From an optimization exercise on the open Yosys and OpenROAD flow, aimed at small area and a short achievable clock period; shortcuts taken in it are not production practice.
At most, simulation tests tie the RTL to the original design; equivalence was not proved.
No activity file was given, so power comes from the tool's default toggle rates.

run 1:
Design tia_core, start of the top module:
module tia_core (
    input wire logic clock,
    input wire logic rst,
    input wire logic execute,
    output logic halted,
    output logic channels_quiescent,
    input wire logic wb_cyc,
    input wire logic wb_stb,
    input wire logic wb_we,
    input wire logic [4:0] wb_adr,
    input wire logic [31:0] wb_dat_w,
    output logic [31:0] wb_dat_r,
    output logic wb_ack,
    input wire logic [1:0] in_valid,
    output logic [1:0] in_ready,
    input wire logic [3:0] in_tag,
    input wire logic [31:0] in_data,
    output logic [1:0] out_valid,
    input wire logic [1:0] out_ready,
    output logic [3:0] out_tag,
    output logic [31:0] out_data
);
Size in the first run: roughly 3300 cells after synthesis, ~1000 flip-flops, about 160 I/O pins, about 0.044 mm^2 of cells after synthesis.
==> flow/config.mk <==
export PLATFORM = sky130hd
export DESIGN_NAME = tia_core
export DESIGN_NICKNAME = tia_core
export VERILOG_FILES = /design/flow/design.v
export SDC_FILE = /design/flow/constraint.sdc
export NUM_CORES = 4
export LEC_CHECK = 0
export ABC_CLOCK_PERIOD_IN_PS = 3000
export CAP_MARGIN = 20
export CORE_MARGIN = 2
export CORE_UTILIZATION = 40
export CTS_BUF_LIST = sky130_fd_sc_hd__clkbuf_16
export CTS_CLUSTER_DIAMETER = 100
export CTS_CLUSTER_SIZE = 24
export PLACE_DENSITY = 0.7
export SETUP_SLACK_MARGIN = 3.0
export SLEW_MARGIN = 20
==> flow/constraint.sdc <==
create_clock -name core_clock -period 6.0 [get_ports {clock}]
set_input_delay 1.2000 -clock core_clock [delete_from_list [all_inputs] [get_ports {clock}]]
set_output_delay 1.2000 -clock core_clock [all_outputs]
set_load 0.01 [all_outputs]
standard.sh (not shown) runs the stock make flow with config.mk's settings and CLKGATE_MAP_FILE= SYNTH_SCRIPT=/design/flow/synth_recipe.tcl, a recipe that flattens the netlist after the stock synthesis.
==> flow/flow/run.sh <==
#!/bin/bash
# The standard layout with two changes to how it is made: Yosys's adder extraction to
# full/half-adder cells is off so that ABC maps the adders itself, and the port buffers
# that the standard flow puts on every input and output are buf_1 cells. Output of the
# whole run goes to standard.log.
set -euo pipefail
bash standard.sh ADDER_MAP_FILE= "BUFFER_PORTS_ARGS=-buffer_cell sky130_fd_sc_hd__buf_1" finish > standard.log 2>&1
Run 1 went all the way through synthesis, placement and routing and the layout is clean on timing, DRC and antenna.
The following lists how run 2 was set up differently from run 1:
- removing PLACE_DENSITY (formerly 0.7)
## What came out
The final reports for run 2 and run 1 show post-layout worst setup margin lower in the former.
Reported for run 2 and run 1, post-route setup TNS turned out identical to the last digit.
Changes observed in run 2 relative to run 1: signed area change from the synthesized netlist to the final layout lost 0.96 points, count of non-filler cells in the finished layout decreased by 0.34% relative to the old numbers.
Run comparison: run 2 slowest stage cell on the critical path dfxtp_4; run 1 slowest stage cell on the critical path a211oi_4
### run 2 -> run 3
==> flow/flow/run.sh <==
#!/bin/bash
# The standard layout, with Yosys's adder extraction to full/half-adder cells turned off so
# that ABC maps the adders itself. Output of the whole run goes to standard.log.
set -euo pipefail
bash standard.sh ADDER_MAP_FILE= finish > standard.log 2>&1
Results
Post-placement cell count across run 3 and run 2: no real change.
Delta (run 3 minus run 2): number of iterations in the first detailed-routing pass shows a reduction of 1; clock tree skew after final layout shows an increase of 18 ps; final area shows an increase of about 3%.
Summary — total power, run 3 relative to run 2: higher, by about 1.7%.
Run 3: instance area after placement higher than run 2
The global-route wire length before repair of run 3 exceeds that of run 2 by 2700 um.
Run comparison: run 2 worst-path cell with the longest stage delay dfxtp_4; run 3 worst-path cell with the longest stage delay or3b_4
When run 3 is measured against run 2, its total power divided by cell area turns out 1.1% lower.
Compared with run 2, run 3 shows sequential portion of the cell area lower by 1.5 points.

========
== build 39 ==
Another version of the RTL of tia_core (not shown whole).
For scale: about 980 flip-flops, roughly 160 I/O pins, roughly 44000 µm² of cells after synthesis.
## tia_core
module tia_core (
    input wire logic clock,
    input wire logic rst,
    input wire logic execute,
    output logic halted,
    output logic channels_quiescent,
    input wire logic wb_cyc,
    input wire logic wb_stb,
    input wire logic wb_we,
    input wire logic [4:0] wb_adr,
    input wire logic [31:0] wb_dat_w,
    output logic [31:0] wb_dat_r,
    output logic wb_ack,
    input wire logic [1:0] in_valid,
    output logic [1:0] in_ready,
    input wire logic [3:0] in_tag,
    input wire logic [31:0] in_data,
    output logic [1:0] out_valid,
    input wire logic [1:0] out_ready,
    output logic [3:0] out_tag,
    output logic [31:0] out_data
);
export LEC_CHECK = 0
export ABC_CLOCK_PERIOD_IN_PS = 2000
export CAP_MARGIN = 20
export CORE_MARGIN = 2
export CORE_UTILIZATION = 40
export SETUP_SLACK_MARGIN = 3.0
export SLEW_MARGIN = 20
create_clock -name core_clock -period 6.0 [get_ports {clock}]
run.sh (not shown) runs the stock make flow with config.mk's settings and CLKGATE_MAP_FILE= SYNTH_SCRIPT=/design/flow/synth_recipe.tcl, a recipe that flattens the netlist after the stock synthesis.
Stock flow here: none of the scripts above is used.
--- input diff build 39..build 73 ---
- ABC_CLOCK_PERIOD_IN_PS changed from 2000 to 3000
- SETUP_SLACK_MARGIN changed from 3.0 to 2.5
Notes after the runs:
Comparing build 39 and build 73, average detailed-routed wire length per instance is lower on build 73.
Diff build 39 -> build 73: minimum hold slack went up 0.020 ns; number of multi-input combinational cells in the layout held; clock power went up about 2%; wire length on met3 went down 10%; logic gate share of total power went down 0.8 points.
Time the final worst path needs with I/O delays and setup in build 73 vs build 39: up 0.056 ns
Inputs modified between build 73 and build 52:
- SETUP_SLACK_MARGIN changed from 2.5 to 1.5
Results
Build 52 vs. build 73: routed length on met3 dropped 1000 µm, total non-filler cell area in the finished layout went down by 1700 µm², worst setup slack after placement has increased, slew at the pin with the worst max-slew slack rose by 0.11 ns.
#### Input delta (build 87 over build 52)
- swapping 1.5 for 4.0 in SETUP_SLACK_MARGIN
### Flow results
Build 87 and build 52 ended up with nearly the same xor/xnor cell area share of the yosys netlist. Summary of build 87 over build 52: non-clock buffer count went up by 372; final RePlAce weighted congestion went down by 3.3%; cell count went up by 375. For the logic depth of the worst register-to-register path, build 87 came in 2 higher than build 52 did. Looking at clock skew after layout, build 87 sits 0.018 ns lower than build 52 does. Comparing build 87 and build 52, number of global-route vias before repair is higher on build 87. Worst setup slack: build 87 better than build 52. As far as synthesized area per cell goes, build 87 and build 52 are indistinguishable; the numbers are identical. Diff build 52 -> build 87 | final cycle utilization of the critical path | decrease of 11 points.
No run of this note included a check of the RTL's function; only the layout flow was run.

========
RTL: one of the versions met above, not the one the previous note started from.
Size: ~3300 cells after synthesis, about 1000 flip-flops, roughly 160 I/O pins, about 0.044 mm^2 of cells after synthesis.
export LEC_CHECK = 0
export ABC_CLOCK_PERIOD_IN_PS = 3000
export CAP_MARGIN = 20
export CORE_MARGIN = 2
export CORE_UTILIZATION = 40
export CTS_BUF_LIST = sky130_fd_sc_hd__clkbuf_16
export CTS_CLUSTER_DIAMETER = 100
export CTS_CLUSTER_SIZE = 24
export SETUP_SLACK_MARGIN = 2.5
export SLEW_MARGIN = 20
create_clock -name core_clock -period 6.0 [get_ports {clock}]
standard.sh (not shown) runs the stock make flow with config.mk's settings and CLKGATE_MAP_FILE= SYNTH_SCRIPT=/design/flow/synth_recipe.tcl, a recipe that flattens the netlist after the stock synthesis.
==> flow/flow/run.sh <==
#!/bin/bash
# The standard layout, with Yosys's adder extraction to full/half-adder cells turned off so
# that ABC maps the adders itself. Output of the whole run goes to standard.log.
set -euo pipefail
bash standard.sh ADDER_MAP_FILE= finish > standard.log 2>&1
Next try:
==> flow/flow/run.sh (replaced) <==
#!/bin/bash
# The standard layout with two changes to how it is made: Yosys's adder extraction to
# full/half-adder cells is off so that ABC maps the adders itself, and the port buffers
# that the standard flow puts on every input and output are buf_1 cells. Output of the
# whole run goes to standard.log.
set -euo pipefail
bash standard.sh ADDER_MAP_FILE= "BUFFER_PORTS_ARGS=-buffer_cell sky130_fd_sc_hd__buf_1" finish > standard.log 2>&1
--- a/flow/config.mk
+++ b/flow/config.mk
@@ -13,4 +13,5 @@
 export CTS_CLUSTER_DIAMETER = 100
 export CTS_CLUSTER_SIZE = 24
-export SETUP_SLACK_MARGIN = 2.5
+export PLACE_DENSITY = 0.65
+export SETUP_SLACK_MARGIN = 3.0
 export SLEW_MARGIN = 20
Effect: The changed run completed with no timing, DRC or antenna violations. Global-route usage went up by 0.14 points. Count of clock-buffer cells in the layout does not change. Power is about the same. Hold slack is better by 0.023 ns. Routed wire length is higher by a few percent. Clock power went down slightly. Fmax increases by roughly a tenth. Setup slack improved by 0.34 ns.

## static timing again, ports no longer ideal
The results above use ideal ports. As a check the final layouts listed here were re-extracted and re-timed, cells and wires unchanged.
Step 1: set_driving_cell puts a clkbuf_16 on clock and a buf_2 on each other input, an assumption about the parent block.
Step 2 times the ports against the registers' clock, not the clock port: input delays grow and output delays shrink by t, the midpoint of the rising clock arrivals with the driver on.
a / b / c = ideal / step 1 / step 2; a / b = the first two.
| run | t (ns) | slack for setup (ns) | clock arrival spread, ns | slew at the worst register clock pin (ns) | worst data-port slew with drivers (ns) |
|---|---|---|---|---|---|
| run 1 | 0.763 | 2.724 / 2.724 / 2.096 | 0.048 / 0.048 | 0.11 / 0.11 | 0.13 |
| run 2 | 0.750 | 2.721 / 2.721 / 2.206 | 0.053 / 0.053 | 0.11 / 0.11 | 0.06 |
| run 3 | 0.764 | 2.756 / 2.756 / 2.214 | 0.073 / 0.074 | 0.11 / 0.11 | 0.06 |
| build 39 | 0.760 | 2.177 / 2.177 / 1.872 | 0.054 / 0.054 | 0.08 / 0.08 | 0.08 |
| build 73 | 0.762 | 2.121 / 2.121 / 1.823 | 0.032 / 0.032 | 0.07 / 0.07 | 0.07 |
| build 52 | 0.768 | 1.553 / 1.553 / 1.512 | 0.047 / 0.048 | 0.07 / 0.07 | 0.07 |
| build 87 | 0.765 | 2.231 / 2.231 / 2.082 | 0.030 / 0.030 | 0.07 / 0.07 | 0.35 |
| the first run of note 3 | 0.767 | 2.457 / 2.486 / 1.737 | 0.090 / 0.091 | 0.11 / 0.11 | 0.09 |
| the second run of note 3 | 0.734 | 2.801 / 2.801 / 2.287 | 0.040 / 0.040 | 0.11 / 0.11 | 0.09 |
After both steps every run listed still meets setup and hold. The setup slack of the first run of note 3, which loses most, moves by +0.029 ns with the drivers and by -0.720 ns with both steps.
